Context: an optimization exercise on an open-source flow, tuned for small area and a short achievable clock period. The choices shown serve that exercise and are no tape-out recipe. In this exercise RTL edits were held to simulation tests only and were not proved equivalent to the original. Power figures rest on the tool's default switching activity, not on a simulated workload.

`flow/design.v`:
```
module branch_predictor #(
    parameter int unsigned INDEX_W = 6,
    parameter int unsigned TAG_W   = 8
) (
    input  logic        clk_i,
    input  logic        rst_i,
    input  logic [31:0] pc_f_i,
    output logic        pred_taken_o,
    output logic [31:0] pred_pc_o,
    input  logic        ex_valid_i,
    input  logic        ex_is_br_i,
    input  logic [31:0] ex_pc_i,
    input  logic [31:0] ex_target_i,
    input  logic [2:0]  ex_funct3_i,
    input  logic        ex_pred_taken_i,
    input  logic [31:0] ex_pred_pc_i,
    input  logic        br_less_i,
    input  logic        br_equal_i,
    output logic        br_unsigned_o,
    output logic        br_taken_o,
    output logic        mispredict_o,
    output logic [31:0] redirect_pc_o,
    output logic [31:0] br_count_o,
    output logic [31:0] miss_count_o
);
    localparam int unsigned ENTRIES = 1 << INDEX_W;
    logic [ENTRIES-1:0]            valid_q;
    logic [ENTRIES-1:0]            ctr1_q;
    logic [ENTRIES-1:0]            ctr0_q;
    logic [ENTRIES-1:0][TAG_W-1:0] tag_q;
    logic [ENTRIES-1:0][31:0]      target_q;
    logic [31:0]                   br_count_q;
    logic [31:0]                   miss_count_q;
    logic [INDEX_W-1:0] f_idx;
    logic [TAG_W-1:0]   f_tag;
    logic [INDEX_W-1:0] ex_idx;
    logic [TAG_W-1:0]   ex_tag;
    logic               ex_hit;
    logic [1:0]         ex_ctr;
    logic [1:0]         ex_ctr_nx;
    logic               legal;
    logic               outcome;
    logic               res;
    assign f_idx  = pc_f_i[INDEX_W+1:2];
    assign f_tag  = pc_f_i[INDEX_W+TAG_W+1:INDEX_W+2];
    assign ex_idx = ex_pc_i[INDEX_W+1:2];
    assign ex_tag = ex_pc_i[INDEX_W+TAG_W+1:INDEX_W+2];
    logic [ENTRIES-1:0] f_oh;
    logic [ENTRIES-1:0] x_oh;
    logic [31:0]        f_target;
    logic [TAG_W-1:0]   f_tagr;
    logic               f_ctr1;
    logic [TAG_W-1:0]   x_tagr;
    logic               x_valid;
    logic [1:0]         x_ctr;
    always_comb begin
        f_target = '0;
        f_tagr   = '0;
        f_ctr1   = 1'b0;
        x_tagr   = '0;
        x_valid  = 1'b0;
        x_ctr    = '0;
        for (int i = 0; i < int'(ENTRIES); i++) begin
            f_oh[i]  = (f_idx == INDEX_W'(i));
            x_oh[i]  = (ex_idx == INDEX_W'(i));
            f_target = f_target | (target_q[i] & {32{f_oh[i]}});
            f_tagr   = f_tagr | (tag_q[i] & {TAG_W{f_oh[i]}});
            f_ctr1   = f_ctr1 | (ctr1_q[i] & f_oh[i]);
            x_tagr   = x_tagr | (tag_q[i] & {TAG_W{x_oh[i]}});
            x_valid  = x_valid | (valid_q[i] & x_oh[i]);
            x_ctr    = x_ctr | ({ctr1_q[i], ctr0_q[i]} & {2{x_oh[i]}});
        end
    end
    assign pred_taken_o = f_ctr1 && (f_tagr == f_tag);
    assign pred_pc_o    = pred_taken_o ? f_target : pc_f_i + 32'd4;
    assign br_unsigned_o = ex_funct3_i[1];
    always_comb begin
        legal   = 1'b1;
        outcome = 1'b0;
        case (ex_funct3_i)
            3'b000:         outcome = br_equal_i;
            3'b001:         outcome = ~br_equal_i;
            3'b100, 3'b110: outcome = br_less_i;
            3'b101, 3'b111: outcome = ~br_less_i;
            default:        legal   = 1'b0;
        endcase
    end
    assign res           = ex_valid_i && ex_is_br_i && legal;
    assign br_taken_o    = res && outcome;
    assign mispredict_o  = res && ((br_taken_o != ex_pred_taken_i) ||
                                   (br_taken_o && (ex_pred_pc_i != ex_target_i)));
    assign redirect_pc_o = br_taken_o ? ex_target_i : ex_pc_i + 32'd4;
    assign ex_hit = x_valid && (x_tagr == ex_tag);
    assign ex_ctr = x_ctr;
    always_comb begin
        if (!ex_hit)              ex_ctr_nx = 2'b10;
        else if (br_taken_o)      ex_ctr_nx = (ex_ctr == 2'b11) ? 2'b11 : ex_ctr + 2'd1;
        else                      ex_ctr_nx = (ex_ctr == 2'b00) ? 2'b00 : ex_ctr - 2'd1;
    end
    for (genvar i = 0; i < int'(ENTRIES); i++) begin : g_ent
        logic sel;
        assign sel = res && x_oh[i];
        always_ff @(posedge clk_i or posedge rst_i) begin
            if (rst_i) begin
                valid_q[i] <= 1'b0;
                ctr1_q[i]  <= 1'b0;
            end else if (sel && (br_taken_o || ex_hit)) begin
                valid_q[i] <= 1'b1;
                ctr1_q[i]  <= ex_ctr_nx[1];
            end
        end
        always_ff @(posedge clk_i) begin
            if (sel && (br_taken_o || ex_hit)) begin
                ctr0_q[i] <= ex_ctr_nx[0];
            end
            if (sel && br_taken_o) begin
                tag_q[i]    <= ex_tag;
                target_q[i] <= ex_target_i;
            end
        end
    end
    always_ff @(posedge clk_i or posedge rst_i) begin
        if (rst_i) begin
            br_count_q   <= '0;
            miss_count_q <= '0;
        end else begin
            if (res) begin
                br_count_q <= br_count_q + 32'd1;
            end
            if (mispredict_o) begin
                miss_count_q <= miss_count_q + 32'd1;
            end
        end
    end
    assign br_count_o   = br_count_q;
    assign miss_count_o = miss_count_q;
endmodule
```
`flow/run.sh`:
```
#!/bin/bash
# synth_recipe.tcl (not shown) runs the flow's synth.tcl, then flattens the netlist and writes it again
# the make line also repeats each setting of config.mk as NAME=value (left out here)
make -C /OpenROAD-flow-scripts/flow DESIGN_CONFIG=/design/flow/config.mk WORK_HOME=/design/flow/orfs CLKGATE_MAP_FILE= SYNTH_SCRIPT=/design/flow/synth_recipe.tcl finish
```
`flow/config.mk`:
```
export PLATFORM = sky130hd
export DESIGN_NAME = branch_predictor
export DESIGN_NICKNAME = branch_predictor
export VERILOG_FILES = /design/flow/design.v
export SDC_FILE = /design/flow/constraint.sdc
export NUM_CORES = 4
export LEC_CHECK = 0
export CAP_MARGIN = 20
export CORE_MARGIN = 2
export CORE_UTILIZATION = 45
export SETUP_SLACK_MARGIN = 4.0
export SLEW_MARGIN = 20
```
`flow/constraint.sdc`:
```
create_clock -name core_clock -period 10.0 [get_ports {clk_i}]
set_input_delay 2.0000 -clock core_clock [delete_from_list [all_inputs] [get_ports {clk_i}]]
set_output_delay 2.0000 -clock core_clock [all_outputs]
set_load 0.01 [all_outputs]
```
==> notes.md, run 1 <==
* Post-Syn Area at 110800 µm²
* TritonCTS clock tree: built
* First-pass DRT Iterations at 9
* Syn_nets at just over 7000
* FMAX at ~120 MHz
* Tot GR Track Use at 0.5491
* # Max-Cap Violations at 0
* Fin nets at 8220
* Synth Warn # at 1
* Antenna Nets Post-Route at 0
* Worst EP arrival at 6.03 ns
* Skew-Pair Late Insertion Delay at approximately 0.95 ns
* Layout cells sized above 1 at 0.2347
* Gate Count Post-Synth at 7046
* Setup violations, final at 0
* Die Y at ~500 µm
* Initial DRC count at ~22000
* Util after Layout at 0.5578
* Worst Hold Class: register to register
* Worst Hold End: valid_q[63]
* Max Slew Vio Count at 0
* Routed wire length at around 700 mm
* Syn Area/Cell at approximately 16 µm²
* Clk sinks at approximately 2800
* Final Hold Violating Endpoints at 0
* Critical Path RT at ~8.0 ns
* GRT overflow at 0
* Die ar. at 250300 µm²
* Hold path cells at 1
* WL/cell at between 60 and 70 µm
* TNS Setup at 0 ns
* Power Density at 188.8 nW/µm²
* # hold bufs at CTS at 0
* CORE AREA at between 200000 and 250000 µm²
* Total power at between 20000 and 30000 µW
* Slew @ Worst Pin at approximately 1.3 ns
* WS Path Type: primary input to primary output
* Main synth FF type: edfxtp_1
* P&R area growth vs syn at 23.54%
* Vias at 90280
* CP Capture Type: primary output
* Clock buffer depth at 4
* Maximum vdd drop at approximately 0.00020 V
* Finished Cell Area at approximately 140000 µm²
* Initial antenna violation count at a little under 100
* R2r startpoint: tag_q[501]
* Post-synth ARST share at 0.06818
* R2r setup slk at around 5.3 ns
* Synth area leader: edfxtp_1
* Gpl congestion at between 1 and 1.5
* Adder-cell share of the synthesized area at 0.001219
* IO Count at 270
* First-pass GRT wire length at approximately 870 mm
* Mux share of post-synthesis cell area at 0.006559
* Crit path time final at between 8 and 9 ns
* Crit share post-route at 0.8027
* Synth Area in Compound Gates at 0.1298
* Post-synthesis simple-gate area fraction at 0.07837
* # rows at between 150 and 200
* # fillers at between 15000 and 20000
* HPWL after detailed placement at 441.8 mm
* Status: finished clean
* Residual DRC at 0
* Yosys top cell area share at 0.7109
* Hold path start: valid_q[63]
* Synth unique cells at approximately 80
* Post-synthesis register bit count at 2816
* DP Worst Slack at ~0.43 ns
* Post-synth EDFFs at around 2600
* Unrepaired setup endpoints after global routing: true
* Synth top area cells: edfxtp_1, a22oi_1, dfrtp_1, nand2_1, nand4_1
* Clock root buffer: clkbuf_16
* Largest family of logic cells by synthesized area: compound AO/OA/AOI/OAI gates
* Setup Skew at ~0.076 ns
* Worst-path fanout max at 8
* H-tree depth at 5
* Vias in the first global route at around 80000
* CP startpoint kind: primary input
* Die W at about 500 µm
* Reg2reg path depth at 13
* RR Endpoint: valid_q[59]
* Pin count of the biggest net entering global routing at between 100 and 150
* P_leak at 0.04712 µW
* Avg Vias per Cell at around 8
* Xor and xnor area share after synthesis at 0.01264
* Initial Util at 0.4515
* Slew Limit Headroom at 0.1646
* Register area share after synthesis at 0.7543
* Num CTS Buffers at between 300 and 400
* CTS clk-pin slew, worst paths at ~0.06 ns
* Setup ws final at between 1.5 and 2 ns
* PortBufs at 269
* DP Area at between 100000 and 150000 µm²
## sequential cells by signal, summed over array words and instances (netlist names)
register      flops
target_q       2048
tag_q           512
ctr0_q           64
ctr1_q           64
valid_q          64
br_count_q       32
miss_count_q     32
## Yosys cell counts (27+ instances only)
| master | instances |
|---|---|
| nand2_1 | 606 |
| nor2_1 | 187 |
| xor2_1 | 59 |
| mux2_2 | 37 |
| and3_1 | 81 |
| buf_2 | 41 |
| a32oi_1 | 27 |
| a22oi_1 | 1394 |
| a2bb2oi_2 | 53 |
| mux2i_1 | 31 |
| a211oi_2 | 31 |
| a221oi_1 | 28 |
| o21ai_0 | 43 |
| dfrtp_1 | 192 |
| or2_1 | 37 |
| nor4_1 | 95 |
| edfxtp_1 | 2624 |
| nor3_1 | 181 |
| or2_2 | 30 |
| a22o_1 | 69 |
| clkbuf_1 | 248 |
| nand4_1 | 225 |
| nand3_1 | 154 |
| buf_1 | 115 |
| xnor2_1 | 101 |
## cell families after synthesis
group | after synthesis
fa+ha+maj | 11
mux | 68
flops | 2816
buf+inv | 453
compound gates | 1801
xor+xnor | 160
simple gates | 1737
## power breakdown
| group | internal (µW) | switching, µW | total (µW) |
|---|---|---|---|
| clock | 6460 | 4850 | 11300 |
| combinational | 434 | 1110 | 1550 |
| sequential | 12900 | 68.2 | 13000 |
## metrics by stage
stage	std cells	hold WS (ns)
2_1_floorplan	7046	0.4243
3_3_place_gp	10740	0.4400
3_5_place_dp	10750	0.4516
4_1_cts	11440	0.4668
5_1_grt	11530	0.4770
6_report	11590	0.4663
## metal layers
| layer | up-vias | wire length, µm | GRT usage |
|---|---|---|---|
| li1 | 30840 | - | - |
| met1 | 45230 | 228900 | 0.6701 |
| met2 | 11120 | 278000 | 0.7402 |
| met3 | 3041 | 118000 | 0.2477 |
| met4 | 44 | 75500 | 0.4591 |
| met5 | - | 324 | 0.002315 |
## cell type report
cell class	count	area [µm²]	area share
Sequential cell	2816	83600	0.6105
Multi-Input combinational cell	3777	28140	0.2055
Timing Repair Buffer	1138	11140	0.08137
Clock buffer	391	8314	0.06072
Tap cell	3220	4029	0.02942
Clock inverter	147	1334	0.009741
Antenna cell	76	190.2	0.001389
Inverter	26	152.6	0.001115
Timing Repair inverter	1	30.03	0.0002193
## critical path, cell delays in order
cell     delay, ns
buf_12        0.11
inv_12        0.03
ha_4          0.21
or3b_4        0.37
buf_4         0.16
buf_12        0.10
nor2_4        0.04
buf_12        0.16
a22oi_2       0.20
nand2_1       0.12
nor3_4        0.22
nand4_1       0.32
xor2_1        0.27
nor4_2        0.31
buf_4         0.17
and4_4        0.21
buf_12        0.16
buf_12        0.14
buf_12        0.10
buf_16        0.11
mux2_4        0.30
buf_6         0.13
## worst max path at each step
stage | cells past startpoint | slack (ns) | start | endpoint
after floorplan | 16 | 3.22 | pc_f_i[3] | pred_pc_o[0]
after global placement | 15 | 0.29 | pc_f_i[5] | pred_pc_o[22]
after detailed placement | 15 | 0.43 | pc_f_i[5] | pred_pc_o[22]
after CTS | 20 | 2.16 | pc_f_i[3] | pred_pc_o[5]
after global routing | 22 | 2.07 | pc_f_i[3] | pred_pc_o[5]
final | 22 | 1.97 | pc_f_i[3] | pred_pc_o[5]
## what timing repair did
action,CTS,global route
gates resized for setup,632,174
pin swaps,81,74
hold endpoints to repair,0,0
setup endpoints to repair,694,378
cloned,15,8
buffers inserted,132,67
## placed cells by master (no fill, tap or decap), drive strengths merged, types with 55 or more instances in the layout
| cell type | n |
|---|---|
| xnor2 | 101 |
| nor2 | 187 |
| and3 | 82 |
| a22o | 69 |
| edfxtp | 2624 |
| or2 | 67 |
| nand2 | 606 |
| a22oi | 1394 |
| diode | 76 |
| buf | 952 |
| a2bb2oi | 60 |
| a21oi | 55 |
| nand3 | 157 |
| nor3 | 182 |
| nand4 | 225 |
| clkinv | 105 |
| xor2 | 59 |
| nor4 | 95 |
| clkdlybuf4s50 | 124 |
| dfrtp | 192 |
| clkbuf | 408 |
==> run 2: changes to the inputs <==
--- a/flow/design.v
+++ b/flow/design.v
@@ -48,15 +48,13 @@
     logic [ENTRIES-1:0] f_oh;
     logic [ENTRIES-1:0] x_oh;
     logic [31:0]        f_target;
-    logic [TAG_W-1:0]   f_tagr;
-    logic               f_ctr1;
+    logic               f_take;
     logic [TAG_W-1:0]   x_tagr;
     logic               x_valid;
     logic [1:0]         x_ctr;
     always_comb begin
         f_target = '0;
-        f_tagr   = '0;
-        f_ctr1   = 1'b0;
+        f_take   = 1'b0;
         x_tagr   = '0;
         x_valid  = 1'b0;
         x_ctr    = '0;
@@ -64,14 +62,13 @@
             f_oh[i]  = (f_idx == INDEX_W'(i));
             x_oh[i]  = (ex_idx == INDEX_W'(i));
             f_target = f_target | (target_q[i] & {32{f_oh[i]}});
-            f_tagr   = f_tagr | (tag_q[i] & {TAG_W{f_oh[i]}});
-            f_ctr1   = f_ctr1 | (ctr1_q[i] & f_oh[i]);
+            f_take   = f_take | (f_oh[i] & ctr1_q[i] & (tag_q[i] == f_tag));
             x_tagr   = x_tagr | (tag_q[i] & {TAG_W{x_oh[i]}});
             x_valid  = x_valid | (valid_q[i] & x_oh[i]);
             x_ctr    = x_ctr | ({ctr1_q[i], ctr0_q[i]} & {2{x_oh[i]}});
         end
     end
-    assign pred_taken_o = f_ctr1 && (f_tagr == f_tag);
+    assign pred_taken_o = f_take;
     assign pred_pc_o    = pred_taken_o ? f_target : pc_f_i + 32'd4;
     assign br_unsigned_o = ex_funct3_i[1];
     always_comb begin
--- a/flow/config.mk
+++ b/flow/config.mk
@@ -8,5 +8,7 @@
 export CAP_MARGIN = 20
 export CORE_MARGIN = 2
 export CORE_UTILIZATION = 45
+export CTS_CLUSTER_DIAMETER = 80
+export CTS_CLUSTER_SIZE = 30
 export SETUP_SLACK_MARGIN = 4.0
 export SLEW_MARGIN = 20
==> run 2 against run 1 <==
  * Cell count down 2.4%
  * Worst setup slack better by 0.56 ns
  * Design area down 0.34%
  * Worst hold slack better by 0.0067 ns
  * Clock skew down 0.027 ns
  * Still clean
  * Via count down 4.3%
  * Highest routed layer unchanged
  * Die area up 1.3%
  * First-iteration DRC count down 13%
  * Critical path type unchanged
==> notes.md, run 2 <==
* Status: finished clean
* # rows at between 150 and 200
* R2r setup slk at between 5 and 6 ns
* Syn_nets at roughly 7000
* Synth top area cells: edfxtp_1, dfrtp_1, a22o_1, a221oi_1, xnor2_1
* Post-synth EDFFs at 2624
* Setup ws final at approximately 2.5 ns
* Crit-path most repeated cell: nand4_1
* Tot GR Track Use at 0.5184
* First-pass DRT Iterations at 7
* HPWL after detailed placement at 425.9 mm
* CORE AREA at 248400 µm²
* Fin nets at 7987
* Num CTS Buffers at 150
* Post-Syn Area at between 100000 and 150000 µm²
* GRT busiest layer: met2
* RR Endpoint: ctr1_q[12]
* Initial DRC count at between 15000 and 20000
* CP Capture Type: primary output
* Inst Count DP at 10660
* Gpl congestion at 1.121
* Total power at 22330 µW
* Top flop regs: target_q: 2048 flops, tag_q: 512 flops
* Slew @ Worst Pin at 1.293 ns
* Unrepaired setup endpoints after global routing: true
* Pin count of the biggest net entering global routing at between 60 and 70
* Crit share post-route at 0.7463
* TritonCTS clock tree: built
* H-tree depth at 4
* Post-synth ARST share at 0.06818
* CP startpoint kind: primary input
* Clock buffer depth at 3
* Reg2reg path depth at 15
* Die Y at 503.5 µm
* Residual DRC at 0
* WL/cell at between 50 and 60 µm
* Critical Path RT at roughly 8.0 ns
* PortBufs at roughly 270
* Worst Hold End: valid_q[17]
* IO Count at between 200 and 300
* Vias at between 80000 and 90000
* Avg Vias per Cell at around 7.6
* Max Slew Vio Count at 0
* Final Non-Filler Cells at roughly 11000
* Flip-flop count of the largest register after layout at 2048
* Met3 Use GR at 0.1967
* Initial antenna violation count at between 90 and 100
* Slowest CP cell: xnor2_1
* Setup violations, final at 0
* Skew-Pair Late Insertion Delay at 0.91 ns
* R2r startpoint: tag_q[22]
* First-pass GRT wire length at approximately 830 mm
* Crit path time final at between 7 and 8 ns
* Top-count cell post-synth: edfxtp_1
* Cell Chain, Critical Path: buf_16 -> buf_4 -> buf_6 -> xnor2_1 -> nand4_1 -> nand4_1 -> nor3_2 -> nand3_2 -> nor4_4 -> nand4_1 -> buf_6 -> buf_12 -> buf_8 -> mux2i_4 -> buf_2
* M1 GR Usage at 0.6130
* Syn Area/Cell at 16.35 µm²
* Setup Skew at 0.04977 ns
* Clock root buffer: clkbuf_16
* Synth area leader: edfxtp_1
* Final Hold Violating Endpoints at 0
* WS Path Type: primary input to primary output
* Post-synthesis register bit count at 2816
* Yosys top cell area share at 0.7017
* Hold path start: valid_q[17]
* Routed wire length at roughly 670 mm
* Gate Count Post-Synth at between 6000 and 7000
* GRT overflow at 0
* Worst EP arrival at 5.46 ns
* Die W at 503.5 µm
* Main synth FF type: edfxtp_1
* # fillers at a little under 20000
* Hold path cells at 1
* Clk sinks at about 2800
* P_leak at approximately 0.045 µW
* Antenna Nets Post-Route at 0
* Most common cell after layout, fill and taps aside: edfxtp_1
* M2 GR Usage at 0.7311
* Synth unique cells at 87
* Most frequent cells in the layout: edfxtp_1, buf_4, a22o_1
* Synth Warn # at 1
* Register area share after synthesis at 0.7445
* TNS Setup at 0 ns
* Worst-path fanout max at 9
* Maximum vdd drop at 0.0001902 V
* CTS clk-pin slew, worst paths at about 0.11 ns
* DP Worst Slack at 0.7678 ns
* Top cells by count, synth: edfxtp_1, a22o_1, a221oi_1
* Die ar. at roughly 250000 µm²
* Slowest stage delay, CP at approximately 0.86 ns
* # Max-Cap Violations at 0
* Vias in the first global route at around 77000
* Layout cells sized above 1 at 0.2399
* Slew Limit Headroom at 0.1380
* Power Density at roughly 160 nW/µm²
* # hold bufs at CTS at 0
* Worst Hold Class: register to register
* Reg with most FFs: target_q
* P&R area growth vs syn at 21.52%
* FMAX at between 100 and 150 MHz
* Initial Util at 0.4520
[run 2: changes by cell type after synthesis, sizes merged, moves of 65 or more]
cell / previous run / this run
a22o: 69 / 527
a221oi: 28 / 515
xnor2: 101 / 353
xor2: 59 / 312
nand4: 225 / 330
nand2: 606 / 197
nor2: 187 / 252
nor3: 182 / 103
a22oi: 1394 / 189
[run 2: critical path, delay by kind of cell]
kind          cells  cell delay (ns)
mux               1             0.43
simple gates      6             1.04
xor+xnor          1             0.86
buf+inv           7             1.07
[run 2: layout make-up]
| class | instances | area [µm²] | share of cell area |
|---|---|---|---|
| timing repair buffer | 1222 | 12640 | 0.09262 |
| inverter | 26 | 122.6 | 0.0008985 |
| multi-input combinational | 3622 | 30870 | 0.2262 |
| clock buffer | 158 | 3869 | 0.02835 |
| tap | 3330 | 4167 | 0.03053 |
| antenna | 58 | 145.1 | 0.001064 |
| sequential | 2816 | 83600 | 0.6126 |
| clock inverter | 83 | 1041 | 0.007628 |
| timing repair inverter | 1 | 11.26 | 0.00008252 |
[run 2: per-layer routing]
metal	wire, µm	share of wire	up-vias
li1	-	-	30050
met1	214700	0.32	43740
met2	275700	0.41	9760
met3	100400	0.15	2836
met4	78860	0.12	34
met5	264	0.00039	-
[run 2: stage by stage]
| step | instance area (µm²) | utilization | hold WS (ns) |
|---|---|---|---|
| 4_1_cts | 134300 | 0.5406 | 0.4704 |
| 3_5_place_dp | 124000 | 0.4990 | 0.4473 |
| 6_report | 136500 | 0.5493 | 0.4731 |
| 5_1_grt | 136400 | 0.5489 | 0.4810 |
| 3_3_place_gp | 123800 | 0.4982 | 0.4458 |
| 2_1_floorplan | 113000 | - | 0.4275 |
[run 2: report_power, final]
part / leakage, µW / switching, µW / internal [µW]
Clock: 0.00239 / 4270 / 3120
Combinational: 0.0164 / 1250 / 601
Sequential: 0.0263 / 156 / 12900
[run 2: how the worst max path moves through the flow]
| stage | startpoint | endpoint | slack (ns) | cells after the start |
|---|---|---|---|---|
| 2_1_floorplan | br_less_i | tag_q[48] | 3.56 | 7 |
| 3_3_place_gp | pc_f_i[7] | pred_pc_o[17] | 0.19 | 12 |
| 3_5_place_dp | pc_f_i[7] | pred_pc_o[17] | 0.77 | 13 |
| 4_1_cts | pc_f_i[12] | pred_pc_o[17] | 2.88 | 16 |
| 5_1_grt | pc_f_i[12] | pred_pc_o[17] | 2.75 | 16 |
| 6_report | pc_f_i[9] | pred_pc_o[17] | 2.54 | 15 |
[run 2: logic make-up (layout without fill, tap and decap cells)]
logic type      count (synthesis)  count (layout)  share of synthesized area
buf+inv                       431            1490                    0.01572
simple gates                 1436            1438                    0.07183
fa+ha+maj                      11              11                   0.001203
mux                            65              65                   0.005994
flops                        2816            2816                     0.7445
xor+xnor                      665             665                    0.05187
other cells                     0              58                          0
compound gates               1443            1443                     0.1089
[run 2: what timing repair did]
action	CTS	global route
buffers inserted	217	99
pin swaps	123	55
setup endpoints to repair	371	307
resized for setup	783	219
gates cloned	24	8
==> run 3: changes to the inputs <==
--- a/flow/design.v
+++ b/flow/design.v
@@ -47,6 +47,7 @@
     assign ex_tag = ex_pc_i[INDEX_W+TAG_W+1:INDEX_W+2];
     logic [ENTRIES-1:0] f_oh;
     logic [ENTRIES-1:0] x_oh;
+    logic [ENTRIES-1:0] f_hit;
     logic [31:0]        f_target;
     logic               f_take;
     logic [TAG_W-1:0]   x_tagr;
@@ -61,15 +62,16 @@
         for (int i = 0; i < int'(ENTRIES); i++) begin
             f_oh[i]  = (f_idx == INDEX_W'(i));
             x_oh[i]  = (ex_idx == INDEX_W'(i));
-            f_target = f_target | (target_q[i] & {32{f_oh[i]}});
-            f_take   = f_take | (f_oh[i] & ctr1_q[i] & (tag_q[i] == f_tag));
+            f_hit[i] = f_oh[i] & ctr1_q[i] & (tag_q[i] == f_tag);
+            f_target = f_target | (target_q[i] & {32{f_hit[i]}});
+            f_take   = f_take | f_hit[i];
             x_tagr   = x_tagr | (tag_q[i] & {TAG_W{x_oh[i]}});
             x_valid  = x_valid | (valid_q[i] & x_oh[i]);
             x_ctr    = x_ctr | ({ctr1_q[i], ctr0_q[i]} & {2{x_oh[i]}});
         end
     end
     assign pred_taken_o = f_take;
-    assign pred_pc_o    = pred_taken_o ? f_target : pc_f_i + 32'd4;
+    assign pred_pc_o    = f_target | ((pc_f_i + 32'd4) & {32{~f_take}});
     assign br_unsigned_o = ex_funct3_i[1];
     always_comb begin
         legal   = 1'b1;
--- a/flow/config.mk
+++ b/flow/config.mk
@@ -7,7 +7,7 @@
 export LEC_CHECK = 0
 export CAP_MARGIN = 20
 export CORE_MARGIN = 2
-export CORE_UTILIZATION = 45
+export CORE_UTILIZATION = 65
 export CTS_CLUSTER_DIAMETER = 80
 export CTS_CLUSTER_SIZE = 30
 export SETUP_SLACK_MARGIN = 4.0
==> run 3 against run 2 <==
  * The flow now stops in global routing (5_1_grt)
  * Synthesized area fell by 0.41%
  * Synthesized cell count increased by 1.0%
==> notes.md, run 3 <==
* Synth Warn # at 1
* Syn_nets at roughly 7100
* Die W at 418.8 µm
* Main synth FF type: edfxtp_1
* Initial Util at 0.6527
* Clock buffer depth at 3
* DP Area at between 100000 and 150000 µm²
* Clk sinks at around 2800
* Vias in the first global route at just under 90000
* Gate Count Post-Synth at between 6000 and 7000
* Post-synth ARST share at 0.06818
* Inst Count DP at between 9000 and 10000
* H-tree depth at 4
* HPWL after detailed placement at 347.9 mm
* Gpl congestion at ~1.2
* Post-synth EDFFs at roughly 2600
* IO Count at 270
* Synth top area cells: edfxtp_1, xnor2_1, dfrtp_1, a22o_1, a221oi_1
* Synth unique cells at between 60 and 70
* Clock root buffer: clkbuf_16
* Die Y at around 420 µm
* GRT overflow at 4
* Post-synthesis register bit count at about 2800
* Status: did not finish
* First-pass GRT wire length at 846.2 mm
* Top cells by count, synth: edfxtp_1, xnor2_1, a22o_1
* Pin count of the biggest net entering global routing at about 130
* Syn Area/Cell at 16.12 µm²
* Num CTS Buffers at ~130
* Synth area leader: edfxtp_1
* Tot GR Track Use at 0.7447
* Register area share after synthesis at 0.7475
* Fail Step: global routing (5_1_grt)
* Post-Syn Area at around 110000 µm²
* Stop err: [ERROR GRT-0116] Global routing finished with congestion. Check the congestion regions in the DRC Viewer.
* PortBufs at 269
* Top-count cell post-synth: edfxtp_1
* # rows at approximately 150
* Yosys top cell area share at 0.7046
run 3: changes by cell type after synthesis, moves of 33 or more:
cell	before	now
a22oi_1	189	300
xnor2_1	353	592
nand2b_1	10	70
nor4_1	131	64
o211ai_1	3	68
nor2_1	252	194
nor3_1	80	113
xor2_1	312	72
a2bb2oi_1	49	5
clkbuf_1	267	305
or2_2	39	6
inv_1	25	125
run 3: how the worst max path moves through the flow:
stage                    from       endpoint  cells after the start
CTS                 pc_f_i[2]  pred_pc_o[17]                     17
detailed placement  pc_f_i[4]   pred_pc_o[9]                     14
global placement    pc_f_i[3]   pred_pc_o[9]                     14
floorplan           pc_f_i[2]  pred_pc_o[12]                     14
run 3: logic make-up after synthesis:
logic type                 count (synthesis)  share of synthesized area
AOI/OAI and AO/OA                       1569                     0.1155
buffers and inverters                    532                    0.01871
muxes                                     23                   0.002137
and+or+nand+nor                         1320                    0.06286
xor gates and xnor gates                 664                    0.05200
adders and majority gates                 12                   0.001298
DFF                                     2816                     0.7475
run 3: routing by layer:
layer | overflow | global-route usage
met5 | 0 | 0.3787
met4 | 4 | 0.7272
met3 | 0 | 0.6229
met2 | 0 | 0.8805
met1 | 0 | 0.7467
run 3: metrics by stage:
stage / hold WS [ns] / utilization / setup WS, ns
4_1_cts: 0.4689 / 0.7611 / 2.849
2_1_floorplan: 0.4253 / - / 3.625
3_5_place_dp: 0.4483 / 0.7065 / 1.141
3_3_place_gp: 0.4467 / 0.7057 / 0.7522
run 3: power groups by stage:
stage / registers [µW] / logic (µW) / clock network (µW)
floorplan: 13200 / 401 / 0
global placement: 13200 / 1080 / 0
detailed placement: 13200 / 1090 / 0
CTS: 13000 / 1210 / 6540
run 3: timing repair:
| action | CTS |
|---|---|
| setup endpoints to repair | 323 |
| resized for setup | 787 |
| pin swaps | 144 |
| setup buffers | 158 |
| gates cloned | 33 |
| hold buffers | 0 |
==> run 4: changes to the inputs <==
--- a/flow/config.mk
+++ b/flow/config.mk
@@ -7,7 +7,7 @@
 export LEC_CHECK = 0
 export CAP_MARGIN = 20
 export CORE_MARGIN = 2
-export CORE_UTILIZATION = 65
+export CORE_UTILIZATION = 55
 export CTS_CLUSTER_DIAMETER = 80
 export CTS_CLUSTER_SIZE = 30
 export SETUP_SLACK_MARGIN = 4.0
==> run 4 against run 3 <==
  * The run again fails in global routing (5_1_grt)
  * Synthesized area unchanged
  * Synthesized cell count unchanged
==> notes.md, run 4 <==
* Initial antenna violation count at 124
* Top-count cell post-synth: edfxtp_1
* Syn_nets at between 7000 and 8000
* WEP type: output port
* Synth unique cells at 66
* Main synth FF type: edfxtp_1
* Status: did not finish
* Syn Area/Cell at approximately 16 µm²
* Synth top area cells: edfxtp_1, xnor2_1, dfrtp_1, a22o_1, a221oi_1
* Post-synthesis register bit count at roughly 2800
* Synth area leader: edfxtp_1
* DP Area at approximately 120000 µm²
* Post-Syn Area at around 110000 µm²
* Post-synth ARST share at 0.06818
* Gpl congestion at 1.137
* Die Y at between 400 and 500 µm
* Register area share after synthesis at 0.7475
* H-tree depth at 4
* Gate Count Post-Synth at a little under 7000
* Yosys top cell area share at 0.7046
* Post-synth EDFFs at 2624
* IO Count at between 200 and 300
* GRT overflow at 10
* Die W at approximately 450 µm
* Stop err: [ERROR GRT-0232] Routing congestion too high. Check the congestion heatmap in the GUI.
* Fail Step: global routing (5_1_grt)
* Num CTS Buffers at 142
* HPWL after detailed placement at between 300 and 400 mm
* Clock root buffer: clkbuf_16
* # rows at between 150 and 200
* Pin count of the biggest net entering global routing at approximately 170
* Synth Warn # at 1
* Tot GR Track Use at 0.7635
* Initial Util at 0.5533
* Clock buffer depth at 3
* PortBufs at about 270
* Clk sinks at about 2800
* Top cells by count, synth: edfxtp_1, xnor2_1, a22o_1
* Worst EP post-GRT repair: pred_pc_o[9]
==> run 4: cell counts after synthesis <==
Identical to the previous run, type by type.
==> run 4: timing repair <==
action                     CTS
resized for setup          969
cloned                      62
setup buffers              257
pin swaps                  200
hold buffers                 0
setup endpoints to repair  490
==> run 4: power by group through the flow <==
stage	combinational [µW]	clock (µW)	sequential (µW)
floorplan	401	0	13200
global placement	1160	0	13200
detailed placement	1160	0	13200
CTS	1330	6780	13000
==> run 4: worst min-delay path by stage <==
stage | from | end | slack (ns) | cells after the start
after floorplan | valid_q[26] | valid_q[26] | 0.43 | 1
after global placement | valid_q[26] | valid_q[26] | 0.44 | 1
after detailed placement | valid_q[14] | valid_q[14] | 0.45 | 1
after CTS | valid_q[14] | valid_q[14] | 0.47 | 1
==> run 4: cell families after synthesis <==
family,Yosys count,share of synthesized area
flops,2816,0.7475
compound gates,1569,0.1155
simple gates,1320,0.06286
xor+xnor,664,0.05200
buf+inv,532,0.01871
mux,23,0.002137
fa+ha+maj,12,0.001298
==> run 4: layer usage <==
metal	GRT overflow	track usage
met1	0	0.7735
met2	3	0.8814
met3	0	0.6507
met4	7	0.7428
met5	0	0.4389
==> run 4: per-stage QoR <==
stage / hold slack (ns) / std cells / setup slack, ns / util
CTS: 0.4703 / 10540 / 2.760 / 0.6672
detailed placement: 0.4467 / 10010 / 0.8665 / 0.6065
global placement: 0.4438 / 10010 / 0.7279 / 0.6060
floorplan: 0.4253 / 6936 / 3.625 / -
==> run 5: changes to the inputs <==
--- a/flow/config.mk
+++ b/flow/config.mk
@@ -7,8 +7,8 @@
 export LEC_CHECK = 0
 export CAP_MARGIN = 20
 export CORE_MARGIN = 2
-export CORE_UTILIZATION = 55
-export CTS_CLUSTER_DIAMETER = 80
+export CORE_UTILIZATION = 45
+export CTS_CLUSTER_DIAMETER = 60
 export CTS_CLUSTER_SIZE = 30
 export SETUP_SLACK_MARGIN = 4.0
 export SLEW_MARGIN = 20
==> run 5 against run 4 <==
  * The run now finishes clean
  * Synthesized area unchanged
  * Synthesized cell count unchanged
==> notes.md, run 5 <==
* Status: finished clean
* Post-synth EDFFs at between 2000 and 3000
* Slowest stage delay, CP at roughly 0.54 ns
* Reg with most FFs: target_q
* IO Count at 270
* Most frequent cells in the layout: edfxtp_1, buf_4, xnor2_1
* CORE AREA at between 200000 and 250000 µm²
* Register area share after synthesis at 0.7475
* Power Density at around 170 nW/µm²
* Clock buffer depth at 3
* Final Non-Filler Cells at 11680
* Synth top area cells: edfxtp_1, xnor2_1, dfrtp_1, a22o_1, a221oi_1
* Yosys top cell area share at 0.7046
* CTS clk-pin slew, worst paths at 0.07 ns
* Syn_nets at 7084
* Die Y at approximately 500 µm
* Setup Skew at 0.05926 ns
* Pin count of the biggest net entering global routing at approximately 150
* Synth area leader: edfxtp_1
* WS Path Type: primary input to primary output
* Worst EP arrival at 5.40 ns
* TritonCTS clock tree: built
* Top-count cell post-synth: edfxtp_1
* Vias at 90720
* WL/cell at between 50 and 60 µm
* Gpl congestion at around 1.1
* Main synth FF type: edfxtp_1
* Maximum vdd drop at between 0.00015 and 0.0002 V
* Final Hold Violating Endpoints at 0
* Crit path time final at about 7.4 ns
* Num CTS Buffers at just under 200
* TNS Setup at 0 ns
* Initial Util at 0.4510
* Top flop regs: target_q: 2048 flops, tag_q: 512 flops
* Die ar. at 252500 µm²
* H-tree depth at 4
* GRT overflow at 0
* HPWL after detailed placement at between 400 and 500 mm
* Inst Count DP at approximately 11000
* PortBufs at between 200 and 300
* Antenna Nets Post-Route at 0
* Vias in the first global route at around 80000
* Slew @ Worst Pin at 1.363 ns
* P&R area growth vs syn at 27.64%
* Routed wire length at approximately 700 mm
* Setup violations, final at 0
* Flip-flop count of the largest register after layout at 2048
* Unrepaired setup endpoints after global routing: true
* CP startpoint kind: primary input
* Syn Area/Cell at 16.12 µm²
* Fin nets at around 8200
* Residual DRC at 0
* Crit share post-route at 0.7402
* Slew Limit Headroom at 0.09164
* Post-synth ARST share at 0.06818
* Tot GR Track Use at 0.5401
* P_leak at ~0.048 µW
* Cell Chain, Critical Path: buf_8 -> buf_6 -> ha_4 -> and3_4 -> nand4_1 -> nor3_4 -> buf_8 -> buf_16 -> nor4_4 -> nand4_1 -> or3_4 -> buf_12 -> buf_12 -> o211ai_1 -> buf_2
* Synth unique cells at 66
* # fillers at approximately 19000
* Top cells by count, synth: edfxtp_1, xnor2_1, a22o_1
* Skew-Pair Late Insertion Delay at between 0.9 and 1 ns
* Worst-path fanout max at 5
* Synth Warn # at 1
* Initial DRC count at roughly 20000
* Post-Syn Area at between 100000 and 150000 µm²
* Layout cells sized above 1 at 0.2682
* Slowest CP cell: nor4_4
* Area of the multi-input gates at 31160 µm²
* Clk sinks at approximately 2800
* Max Slew Vio Count at 0
* Gate Count Post-Synth at about 6900
* Post-synthesis register bit count at 2816
* Worst Hold Class: register to register
* Total power at ~24000 µW
* Most common cell after layout, fill and taps aside: edfxtp_1
* Storage element area at between 80000 and 90000 µm²
* # Max-Cap Violations at 0
* CP Capture Type: primary output
* Avg Vias per Cell at 7.769
* Die W at 502.5 µm
* First-pass DRT Iterations at 8
* Initial antenna violation count at around 110
* FMAX at approximately 140 MHz
* Critical Path RT at ~8.0 ns
* # rows at approximately 180
* First-pass GRT wire length at roughly 860 mm
* Clock root buffer: clkbuf_16
==> run 5: final timing paths <==
check / start / cells after the start / slack [ns] / to
max: pc_f_i[2] / 15 / 2.60 / pred_pc_o[12]
min: valid_q[15] / 1 / 0.47 / valid_q[15]
max reg2reg: tag_q[54] / 14 / 4.85 / ctr0_q[58]
min reg2reg: valid_q[15] / 1 / 0.47 / valid_q[15]
max in group asynchronous: rst_i / 4 / 6.79 / ctr1_q[34]
min in group asynchronous: rst_i / 3 / 1.63 / miss_count_q[9]
==> run 5: logic make-up (layout without fill, tap and decap cells) <==
group | after synthesis | in the layout | share of synthesized area
xor gates and xnor gates | 664 | 664 | 0.05200
muxes | 23 | 23 | 0.002137
and+or+nand+nor | 1320 | 1320 | 0.06286
other | 0 | 103 | 0
AOI/OAI and AO/OA | 1569 | 1569 | 0.1155
adders and majority gates | 12 | 12 | 0.001298
buffers and inverters | 532 | 1841 | 0.01871
DFF | 2816 | 2816 | 0.7475
==> run 5: what timing repair did <==
action / in CTS / in global routing
cloned: 61 / 18
gates resized for setup: 1043 / 295
hold buffers: 0 / 0
buffers inserted: 324 / 75
pin swaps: 250 / 123
endpoints found under the setup margin: 351 / 312
==> run 5: routing by layer <==
layer	vias up	GRT usage	routed length, µm
li1	30680	-	-
met1	45380	0.6213	218500
met2	11190	0.7274	279000
met3	3430	0.2555	115500
met4	42	0.5241	84530
met5	-	0.009326	595
==> run 5: power breakdown <==
group	switching [µW]	leakage, µW	internal (µW)
clock network	4870	0.00338	4200
registers	57.0	0.0260	12900
logic	1040	0.0190	495
total	5970	0.0485	17600
==> run 5: critical path: cells and delay by family <==
family	cells	cell delay, ns
buffers and inverters	7	1.08
and+or+nand+nor	6	1.85
AOI/OAI and AO/OA	1	0.26
adders and majority gates	1	0.18
==> run 5: layout make-up <==
| class | count | area share |
|---|---|---|
| diodes | 103 | 0.001806 |
| multi-input cells | 3588 | 0.2183 |
| well taps | 3330 | 0.02919 |
| inverters | 126 | 0.003462 |
| clock inverters | 164 | 0.01425 |
| clock buffers | 202 | 0.03482 |
| flip-flops and latches | 2816 | 0.5857 |
| repair buffers | 1349 | 0.1125 |
==> run 5: per-stage QoR <==
stage               instance area, µm²  utilization  worst slack (ns)  hold WS [ns]
floorplan                       112700            -             3.625        0.4253
global placement                123800       0.4993            0.6031        0.4470
detailed placement              124100       0.5003            0.8956        0.4501
CTS                             140200       0.5654             2.853        0.4707
global route                    142500       0.5748             2.662        0.4831
finish                          142700       0.5756             2.598        0.4692
==> run 6: changes to the inputs <==
--- a/flow/config.mk
+++ b/flow/config.mk
@@ -12,3 +12,4 @@
 export CTS_CLUSTER_SIZE = 30
 export SETUP_SLACK_MARGIN = 4.0
 export SLEW_MARGIN = 20
+export TNS_END_PERCENT = 0
==> run 6 against run 5 <==
  * Still clean on timing, DRC and antenna
  * Clock power grew 0.7%
  * Sequential power is essentially flat
  * Sequential share of layout area grew 4.3 points
  * Cell count shrank 4.5%
  * Worst setup slack lost 0.25 ns
  * Count of clock-buffer cells in the layout shrank 2
  * Clock skew grew 0.0012 ns
  * First-iteration DRC count shrank 4.2%
  * Worst hold slack lost 0.0020 ns
  * Sequential cell count is the same
  * Power shrank 0.76%
  * Largest cell class unchanged
  * Highest routed layer unchanged
==> notes.md, run 6 <==
* Slowest stage delay, CP at a little over 0.7 ns
* Clock buffer depth at 3
* Residual DRC at 0
* Cell Chain, Critical Path: buf_16 -> xnor2_1 -> nand3_1 -> nor4_2 -> buf_6 -> buf_6 -> a22o_1 -> a221oi_1 -> nand4_1 -> nor4_4 -> o21ai_0 -> dlygate4sd2_1
* Avg Vias per Cell at between 7 and 8
* Int Pwr at 17460 µW
* PortBufs at 269
* CORE AREA at between 200000 and 250000 µm²
* P&R area growth vs syn at 18.95%
* Reg2reg path depth at 11
* CTS clk-pin slew, worst paths at 0.07 ns
* Top-count cell post-synth: edfxtp_1
* WL/cell at between 50 and 60 µm
* Routed wire length at 654.0 mm
* Worst EP arrival at about 5.7 ns
* HPWL after detailed placement at approximately 400 mm
* Reg with most FFs: target_q
* WS Path Type: primary input to primary output
* P_leak at around 0.044 µW
* Antenna Nets Post-Route at 0
* Power Density at roughly 180 nW/µm²
* RR Endpoint: ctr0_q[57]
* Layout cells sized above 1 at 0.1784
* Setup Skew at roughly 0.060 ns
* # rows at roughly 180
* Sequential Power Share at 0.554
* Synth unique cells at 66
* Unrepaired setup endpoints after global routing: true
* Slew Limit Headroom at 0.08045
* Gate Count Post-Synth at just under 7000
* Main synth FF type: edfxtp_1
* Initial DRC count at just under 20000
* CP Capture Type: primary output
* Crit path capture: pred_pc_o[29]
* Worst-path fanout max at 19
* Top cells by count, synth: edfxtp_1, xnor2_1, a22o_1
* First-pass GRT wire length at approximately 810 mm
* Setup ws final at between 2 and 2.5 ns
* CP startpoint kind: primary input
* Fin nets at 7738
* Post-synth EDFFs at between 2000 and 3000
* Num CTS Buffers at about 190
* Critical Path RT at 8.00 ns
* Max Slew Vio Count at 0
* Worst Hold Class: register to register
* Crit share post-route at 0.7649
* IO Count at 270
* Part of the power in combinational logic at 0.055
* Initial antenna violation count at 70
* Synth Warn # at 1
* R2r setup slk at about 4 ns
* Die ar. at about 250000 µm²
* R2r startpoint: tag_q[187]
* Vias in the first global route at 76290
* Skew-Pair Late Insertion Delay at between 0.9 and 1 ns
* FMAX at around 130 MHz
* Sw Ratio at 0.2537
* Register area share after synthesis at 0.7475
* DP Area at around 120000 µm²
* Vias at around 86000
* Synth area leader: edfxtp_1
* GRT overflow at 0
* # Max-Cap Violations at 0
* Yosys top cell area share at 0.7046
* Final Hold Violating Endpoints at 0
* Top flop regs: target_q: 2048 flops, tag_q: 512 flops
* CP Launch Point: pc_f_i[13]
* Finished Cell Area at about 130000 µm²
* Post-synth ARST share at 0.06818
* Synth top area cells: edfxtp_1, xnor2_1, dfrtp_1, a22o_1, a221oi_1
* Net Switching at a little under 6000 µW
* Crit path time final at roughly 7.6 ns
* Maximum vdd drop at between 0.0002 and 0.00025 V
* Initial Util at 0.4510
* Most frequent cells in the layout: edfxtp_1, xnor2_1, a22o_1
* Clock power frac at 0.390
* Flip-flop count of the largest register after layout at ~2000
* Gpl congestion at approximately 1.2
* Most common cell after layout, fill and taps aside: edfxtp_1
* Syn Area/Cell at ~16 µm²
* DP Worst Slack at approximately 0.15 ns
* Post-Syn Area at ~110000 µm²
* Clock root buffer: clkbuf_16
* First-pass DRT Iterations at 8
* Tot GR Track Use at 0.5053
* Die W at approximately 500 µm
* Die Y at ~500 µm
* # hold bufs at CTS at 0
* Pin count of the biggest net entering global routing at ~150
* Setup violations, final at 0
* TritonCTS clock tree: built
* H-tree depth at 4
* Slowest CP cell: xnor2_1
* Status: finished clean
* Post-synthesis register bit count at 2816
* Syn_nets at between 7000 and 8000
* Crit-path most repeated cell: buf_6
* Clk sinks at 2816
* Slew @ Worst Pin at 1.378 ns
-- run 6: changes by cell type in the layout (fill, tap and decap cells not counted), sizes merged --
| cell | change |
|---|---|
| bufinv | -2 |
| diode | -38 |
| clkdlybuf4s15 | +3 |
| clkdlybuf4s50 | +39 |
| clkinv | +3 |
| dlygate4sd2 | +5 |
| clkbuf | -9 |
| dlymetal6s2s | -2 |
| buf | -488 |
| bufbuf | -34 |
-- run 6: metrics by stage --
stage / utilization / instances / setup TNS, ns / power, µW / hold WS, ns
detailed placement: 0.4934 / 10610 / 0 / 14370 / 0.4481
CTS: 0.5310 / 11030 / 0 / 23240 / 0.4702
floorplan: - / 6936 / 0 / 13600 / 0.4253
global placement: 0.4931 / 10610 / -0.1235 / 14370 / 0.4422
global route: 0.5359 / 11100 / 0 / 23720 / 0.4796
finish: 0.5365 / 11160 / 0 / 23400 / 0.4672
-- run 6: area by class of cell --
cell class	count	area, µm²
inverters	126	484.2
fillers	19960	114900
clock buffers	200	4920
flip-flops and latches	2816	83600
multi-input cells	3588	28540
clock inverters	165	2241
diodes	65	162.7
well taps	3330	4167
repair buffers	865	8915
-- run 6: worst min-delay path by stage --
stage,startpoint,slack [ns],depth (start not counted),endpoint
detailed placement,valid_q[47],0.45,1,valid_q[47]
global placement,valid_q[47],0.44,1,valid_q[47]
CTS,valid_q[47],0.47,1,valid_q[47]
finish,valid_q[19],0.47,1,valid_q[19]
floorplan,valid_q[26],0.43,1,valid_q[26]
global route,valid_q[26],0.48,1,valid_q[26]
-- run 6: critical path, delay by kind of cell --
family	cells	cell delay (ns)
xor+xnor	1	0.72
simple gates	4	1.22
compound gates	3	0.33
buf+inv	4	1.28
-- run 6: power groups by stage --
| stage | clock, µW | combinational [µW] | sequential [µW] |
|---|---|---|---|
| 2_1_floorplan | 0 | 374 | 13200 |
| 3_5_place_dp | 0 | 1140 | 13200 |
| 3_3_place_gp | 0 | 1140 | 13200 |
| 4_1_cts | 9080 | 1190 | 13000 |
| 6_report | 9130 | 1290 | 13000 |
| 5_1_grt | 9470 | 1270 | 13000 |
-- run 6: logic make-up after synthesis --
| logic type | after synthesis | synth area share |
|---|---|---|
| fa+ha+maj | 12 | 0.001298 |
| flops | 2816 | 0.7475 |
| xor+xnor | 664 | 0.05200 |
| simple gates | 1320 | 0.06286 |
| mux | 23 | 0.002137 |
| compound gates | 1569 | 0.1155 |
| buf+inv | 532 | 0.01871 |
-- run 6: what timing repair did --
action,CTS,global route
pin swaps,63,49
gates cloned,12,8
buffers inserted,44,41
setup endpoints to repair,323,323
hold endpoints to repair,0,0
resized for setup,362,109
-- run 6: per-layer routing --
layer | share of wire | global-route usage | up-vias | wire length (µm)
li1 | - | - | 29600 | -
met1 | 0.32 | 0.6031 | 43670 | 211700
met2 | 0.41 | 0.7006 | 10040 | 267600
met3 | 0.16 | 0.2095 | 2751 | 101800
met4 | 0.11 | 0.4393 | 30 | 72160
met5 | 0.0010 | 0.02170 | - | 671
==> run 7: changes to the inputs <==
--- a/flow/design.v
+++ b/flow/design.v
@@ -48,14 +48,15 @@
     logic [ENTRIES-1:0] f_oh;
     logic [ENTRIES-1:0] x_oh;
     logic [ENTRIES-1:0] f_hit;
-    logic [31:0]        f_target;
-    logic               f_take;
+    logic [31:0]        f_pcp4;
+    logic [1:0]         f_none;     
+    logic [31:0]        f_tgt_n0;   
+    logic [31:0]        f_tgt_n1;   
+    logic [31:0]        f_pc_n;     
     logic [TAG_W-1:0]   x_tagr;
     logic               x_valid;
     logic [1:0]         x_ctr;
     always_comb begin
-        f_target = '0;
-        f_take   = 1'b0;
         x_tagr   = '0;
         x_valid  = 1'b0;
         x_ctr    = '0;
@@ -63,15 +64,27 @@
             f_oh[i]  = (f_idx == INDEX_W'(i));
             x_oh[i]  = (ex_idx == INDEX_W'(i));
             f_hit[i] = f_oh[i] & ctr1_q[i] & (tag_q[i] == f_tag);
-            f_target = f_target | (target_q[i] & {32{f_hit[i]}});
-            f_take   = f_take | f_hit[i];
             x_tagr   = x_tagr | (tag_q[i] & {TAG_W{x_oh[i]}});
             x_valid  = x_valid | (valid_q[i] & x_oh[i]);
             x_ctr    = x_ctr | ({ctr1_q[i], ctr0_q[i]} & {2{x_oh[i]}});
         end
     end
-    assign pred_taken_o = f_take;
-    assign pred_pc_o    = f_target | ((pc_f_i + 32'd4) & {32{~f_take}});
+    assign f_pcp4 = pc_f_i + 32'd4;
+    branch_predictor_ortree u_none0 (.a_i(f_hit[31:0]),  .y_no(f_none[0]));
+    branch_predictor_ortree u_none1 (.a_i(f_hit[63:32]), .y_no(f_none[1]));
+    branch_predictor_nand2  u_take  (.a_i(f_none[0]), .b_i(f_none[1]), .y_o(pred_taken_o));
+    for (genvar j = 0; j < 32; j++) begin : g_pbit
+        logic [63:0] tcol;
+        for (genvar i = 0; i < int'(ENTRIES); i++) begin : g_col
+            assign tcol[i] = target_q[i][j];
+        end
+        branch_predictor_selor u_t0 (.s_i(f_hit[31:0]),  .d_i(tcol[31:0]),  .y_no(f_tgt_n0[j]));
+        branch_predictor_selor u_t1 (.s_i(f_hit[63:32]), .d_i(tcol[63:32]), .y_no(f_tgt_n1[j]));
+        branch_predictor_nand3 u_pc (.a_i(f_pcp4[j]), .b_i(f_none[0]), .c_i(f_none[1]),
+                                     .y_o(f_pc_n[j]));
+        branch_predictor_nand3 u_o  (.a_i(f_tgt_n0[j]), .b_i(f_tgt_n1[j]), .c_i(f_pc_n[j]),
+                                     .y_o(pred_pc_o[j]));
+    end
     assign br_unsigned_o = ex_funct3_i[1];
     always_comb begin
         legal   = 1'b1;
@@ -134,3 +147,65 @@
     assign br_count_o   = br_count_q;
     assign miss_count_o = miss_count_q;
 endmodule
+module branch_predictor_nand2 (input logic a_i, input logic b_i, output logic y_o);
+    assign y_o = ~(a_i & b_i);
+endmodule
+module branch_predictor_nor2 (input logic a_i, input logic b_i, output logic y_o);
+    assign y_o = ~(a_i | b_i);
+endmodule
+module branch_predictor_nand3 (input logic a_i, input logic b_i, input logic c_i,
+                               output logic y_o);
+    assign y_o = ~(a_i & b_i & c_i);
+endmodule
+module branch_predictor_aoi22 (input logic a1_i, input logic a2_i, input logic b1_i,
+                               input logic b2_i, output logic y_o);
+    assign y_o = ~((a1_i & a2_i) | (b1_i & b2_i));
+endmodule
+module branch_predictor_ortree (
+    input  logic [31:0] a_i,
+    output logic        y_no
+);
+    logic [15:0] l1;
+    logic [7:0]  l2;
+    logic [3:0]  l3;
+    logic [1:0]  l4;
+    for (genvar k = 0; k < 16; k++) begin : g_l1
+        branch_predictor_nor2 u (.a_i(a_i[2*k]), .b_i(a_i[2*k+1]), .y_o(l1[k]));
+    end
+    for (genvar k = 0; k < 8; k++) begin : g_l2
+        branch_predictor_nand2 u (.a_i(l1[2*k]), .b_i(l1[2*k+1]), .y_o(l2[k]));
+    end
+    for (genvar k = 0; k < 4; k++) begin : g_l3
+        branch_predictor_nor2 u (.a_i(l2[2*k]), .b_i(l2[2*k+1]), .y_o(l3[k]));
+    end
+    for (genvar k = 0; k < 2; k++) begin : g_l4
+        branch_predictor_nand2 u (.a_i(l3[2*k]), .b_i(l3[2*k+1]), .y_o(l4[k]));
+    end
+    branch_predictor_nor2 u_l5 (.a_i(l4[0]), .b_i(l4[1]), .y_o(y_no));
+endmodule
+module branch_predictor_sel4 (
+    input  logic [3:0] s_i,
+    input  logic [3:0] d_i,
+    output logic       y_o
+);
+    assign y_o = |(s_i & d_i);
+endmodule
+module branch_predictor_selor (
+    input  logic [31:0] s_i,
+    input  logic [31:0] d_i,
+    output logic        y_no
+);
+    logic [7:0]  l2;
+    logic [3:0]  l3;
+    logic [1:0]  l4;
+    for (genvar k = 0; k < 8; k++) begin : g_l2
+        branch_predictor_sel4 u (.s_i(s_i[4*k+3:4*k]), .d_i(d_i[4*k+3:4*k]), .y_o(l2[k]));
+    end
+    for (genvar k = 0; k < 4; k++) begin : g_l3
+        branch_predictor_nor2 u (.a_i(l2[2*k]), .b_i(l2[2*k+1]), .y_o(l3[k]));
+    end
+    for (genvar k = 0; k < 2; k++) begin : g_l4
+        branch_predictor_nand2 u (.a_i(l3[2*k]), .b_i(l3[2*k+1]), .y_o(l4[k]));
+    end
+    branch_predictor_nor2 u_l5 (.a_i(l4[0]), .b_i(l4[1]), .y_o(y_no));
+endmodule
--- a/flow/config.mk
+++ b/flow/config.mk
@@ -12,4 +12,5 @@
 export CTS_CLUSTER_SIZE = 30
 export SETUP_SLACK_MARGIN = 4.0
 export SLEW_MARGIN = 20
+export SYNTH_HIERARCHICAL = 1
 export TNS_END_PERCENT = 0
==> run 7 against run 6 <==
  * Still clean on timing, DRC and antenna
  * Clock skew up 0.0075 ns
  * Worst hold slack better by 0.0011 ns
  * Design area up 1.6%
  * Synthesized cell count up 8.3%
  * Register-to-register slack better by 0.85 ns
  * Utilization up 0.68 points
  * Worst setup slack better by 0.84 ns
  * Synthesized area up 0.88%
  * Critical path depth up 4
  * First-iteration DRC count down 37%
  * Sequential cell count unchanged
  * Combinational power about the same
  * Highest routed layer unchanged
==> notes.md, run 7 <==
* Finished Cell Area at 135200 µm²
* Yosys top cell area share at 0.6984
* Critical Path RT at around 8.0 ns
* Util after Layout at 0.5433
* Setup Skew at 0.06797 ns
* Die W at 504.7 µm
* Slew @ Worst Pin at roughly 1.2 ns
* Clock buffer depth at 3
* Flip-flop count of the largest register after layout at roughly 2000
* CORE AREA at 248900 µm²
* Layout cells sized above 1 at 0.1908
* Skew-Pair Late Insertion Delay at roughly 0.90 ns
* Top-count cell post-synth: edfxtp_1
* Die Y at 504.7 µm
* Clock root buffer: clkbuf_16
* Synth area leader: edfxtp_1
* CP Capture Type: primary output
* # rows at 183
* CP startpoint kind: primary input
* WL/cell at roughly 44 µm
* Most frequent cells in the layout: edfxtp_1, a22oi_1, nand2_1
* Clk sinks at approximately 2800
* Slowest stage delay, CP at between 0.2 and 0.3 ns
* Synth Area in Compound Gates at 0.09441
* Avg Vias per Cell at approximately 6.6
* Routed wire length at roughly 520 mm
* Mux share of post-synthesis cell area at 0.003682
* First-pass DRT Iterations at 6
* Syn Area/Cell at between 15 and 20 µm²
* Maximum vdd drop at 0.0002009 V
* Clock power frac at 0.385
* Vias at around 78000
* Slew Limit Headroom at 0.1664
* Residual DRC at 0
* Setup violations, final at 0
* Adder-cell share of the synthesized area at 0.001287
* Post-synth ARST share at 0.06818
* # Max-Cap Violations at 0
* Sequential Power Share at 0.561
* Cell Chain, Critical Path: buf_16 -> buf_16 -> xor2_1 -> nor4_1 -> nand4_1 -> nor2_4 -> buf_12 -> buf_4 -> buf_4 -> a22oi_1 -> nand2_1 -> nor2_2 -> nand2_2 -> nor2_2 -> nand3_4 -> buf_6
* Part of the power in combinational logic at 0.055
* First-pass GRT wire length at approximately 700 mm
* Crit share post-route at 0.6809
* Tot GR Track Use at 0.4008
* TritonCTS clock tree: built
* WS Path Type: primary input to primary output
* P&R area growth vs syn at 19.85%
* Worst Hold Class: register to register
* Crit path time final at around 6.8 ns
* Status: finished clean
* Die ar. at roughly 250000 µm²
* Slowest CP cell: xor2_1
* Most common cell after layout, fill and taps aside: edfxtp_1
* Num CTS Buffers at roughly 190
* Synth top area cells: edfxtp_1, a22oi_1, dfrtp_1, xnor2_1, nand2_1
* Reg with most FFs: target_q
* Unrepaired setup endpoints after global routing: true
* Post-synthesis register bit count at between 2000 and 3000
* Pin count of the biggest net entering global routing at about 150
* Post-Syn Area at ~110000 µm²
* Fin nets at 8456
* Xor and xnor area share after synthesis at 0.05178
* IO Count at between 200 and 300
* Worst-path fanout max at 16
* DP Area at around 120000 µm²
* GRT overflow at 0
* Main synth FF type: edfxtp_1
* Sw Ratio at 0.2489
* Synth Warn # at 7
* Initial antenna violation count at 40
* Worst hold slack at approximately 0.47 ns
* Initial DRC count at 12230
* Gpl congestion at 1.066
* H-tree depth at 4
* Worst EP arrival at roughly 4.8 ns
* Area of the multi-input gates at between 30000 and 40000 µm²
* P_leak at between 0.04 and 0.05 µW
* Top flop regs: target_q: 2048 flops, tag_q: 512 flops
* Power Density at 170.9 nW/µm²
* Post-synth EDFFs at 2624
* FMAX at 146.9 MHz
* Syn_nets at around 7700
* Net Switching at around 5800 µW
* # fillers at 20140
* Post-synthesis simple-gate area fraction at 0.09924
* Gate Count Post-Synth at roughly 7500
* TNS Setup at 0 ns
* Register area share after synthesis at 0.7410
* Initial Util at 0.4533
* Largest family of logic cells by synthesized area: simple AND/OR/NAND/NOR gates
* Synth unique cells at between 70 and 80
* Storage element area at roughly 84000 µm²
* Vias in the first global route at ~73000
* Int Pwr at about 17000 µW
* Top cells by count, synth: edfxtp_1, a22oi_1, nand2_1
* Max Slew Vio Count at 0
* # hold bufs at CTS at 0
* HPWL after detailed placement at about 350 mm
* Antenna Nets Post-Route at 0
* Final Hold Violating Endpoints at 0
* CTS clk-pin slew, worst paths at roughly 0.07 ns
* PortBufs at about 270
==> run 7: repair_timing <==
item                       CTS  global route
pin swaps                  118            46
resized for setup          808           107
setup endpoints to repair  323           323
cloned                      28             3
buffers inserted           114            16
==> run 7: worst max-delay path, delay by kind of cell <==
kind                      cells  cell delay (ns)
AOI/OAI and AO/OA             1             0.21
buffers and inverters         6             1.11
and+or+nand+nor               8             1.15
xor gates and xnor gates      1             0.26
==> run 7: path summary, 6_finish.rpt <==
path	from	to	slack, ns	cells past startpoint
setup reg to reg	tag_q[401]	ctr0_q[56]	4.91	12
hold / removal	valid_q[3]	valid_q[3]	0.47	1
max in group asynchronous	rst_i	valid_q[11]	6.89	4
hold reg to reg	valid_q[3]	valid_q[3]	0.47	1
setup / recovery	pc_f_i[10]	pred_pc_o[6]	3.19	16
min in group asynchronous	rst_i	miss_count_q[18]	1.64	3
==> run 7: modules after synthesis (local to each module, per instance), excerpt <==
module	copies in the design	area (µm²)
branch_predictor_sel4	512	18.77
branch_predictor_nand3	64	5.005
branch_predictor_nor2	362	3.754
branch_predictor	1	101000
branch_predictor_nand2	149	3.754
==> run 7: metal layers <==
metal  global-route usage  vias to the layer above  share of wire
li1                     -                    31060              -
met1               0.5120                    40470           0.36
met2               0.6022                     5411           0.44
met3              0.07869                     1238          0.099
met4               0.3126                        8          0.098
met5            0.0001877                        -       0.000094
==> run 7: final cells by class <==
type | count | share of cell area
Timing Repair Buffer | 810 | 0.06617
Tap cell | 3330 | 0.03081
Antenna cell | 14 | 0.0002591
Clock buffer | 205 | 0.03676
Sequential cell | 2816 | 0.6183
Inverter | 20 | 0.0006570
Multi-Input combinational cell | 4466 | 0.2317
Clock inverter | 161 | 0.01530
==> run 7: kinds of logic (layout without fill, tap and decap cells) <==
group,count (synthesis),in the layout
AND/OR/NAND/NOR,2352,2354
AO/OA/AOI/OAI,1393,1393
buffers and inverters,234,1196
XOR/XNOR,667,667
multiplexers,40,40
other,0,14
flip-flops,2816,2816
adder cells (fa/ha/maj),12,12
==> run 7: through the flow <==
stage | total power [µW] | std cells | worst slack (ns)
final | 23110 | 11820 | 3.191
after global routing | 23600 | 11810 | 3.238
after CTS | 23120 | 11790 | 3.328
after detailed placement | 14340 | 11280 | 0.3704
after global placement | 14340 | 11280 | 0.4228
after floorplan | 13580 | 7514 | 2.903
==> run 7: power groups by stage <==
stage          sequential, µW  combinational [µW]  clock (µW)
2_1_floorplan           13200                 367           0
3_3_place_gp            13200                1120           0
3_5_place_dp            13200                1120           0
4_1_cts                 13000                1220        8950
5_1_grt                 13000                1270        9360
6_report                13000                1260        8890

==> port drivers added, routing unchanged <==
Ports are ideal in the flow. The routed layouts listed here were re-timed in OpenROAD.
Step 1 sets driving cells, clkbuf_16 on the clock port and buf_2 on the other inputs (assumed; they add their load-dependent delay and slew).
Step 2 times the ports against the registers' clock, not the clock port: input delays grow and output delays shrink by t, the midpoint of the rising clock arrivals with the driver on.
Slacks: ideal ports / drivers / drivers and shift; pairs: ideal ports / drivers.
run	t (ns)	setup WS [ns]	worst hold slack (ns)	worst setup path after step 2	slew at the worst register clock pin (ns)
run 1	1.052	1.973 / 1.905 / 1.905	0.466 / 0.466 / 0.466	input to output	0.07 / 0.07
run 2	0.974	2.537 / 2.431 / 2.431	0.473 / 0.473 / 0.473	input to output	0.12 / 0.12
run 5	1.006	2.598 / 2.176 / 2.176	0.469 / 0.469 / 0.469	input to output	0.12 / 0.12
run 6	1.011	2.351 / 2.012 / 1.420	0.467 / 0.467 / 0.467	input to register	0.12 / 0.12
run 7	0.983	3.191 / 3.047 / 2.381	0.468 / 0.468 / 0.468	input to register	0.11 / 0.11
After both steps every run listed still meets setup and hold. The setup slack of run 6, which loses most, moves by -0.339 ns with the drivers and by -0.931 ns with both steps.
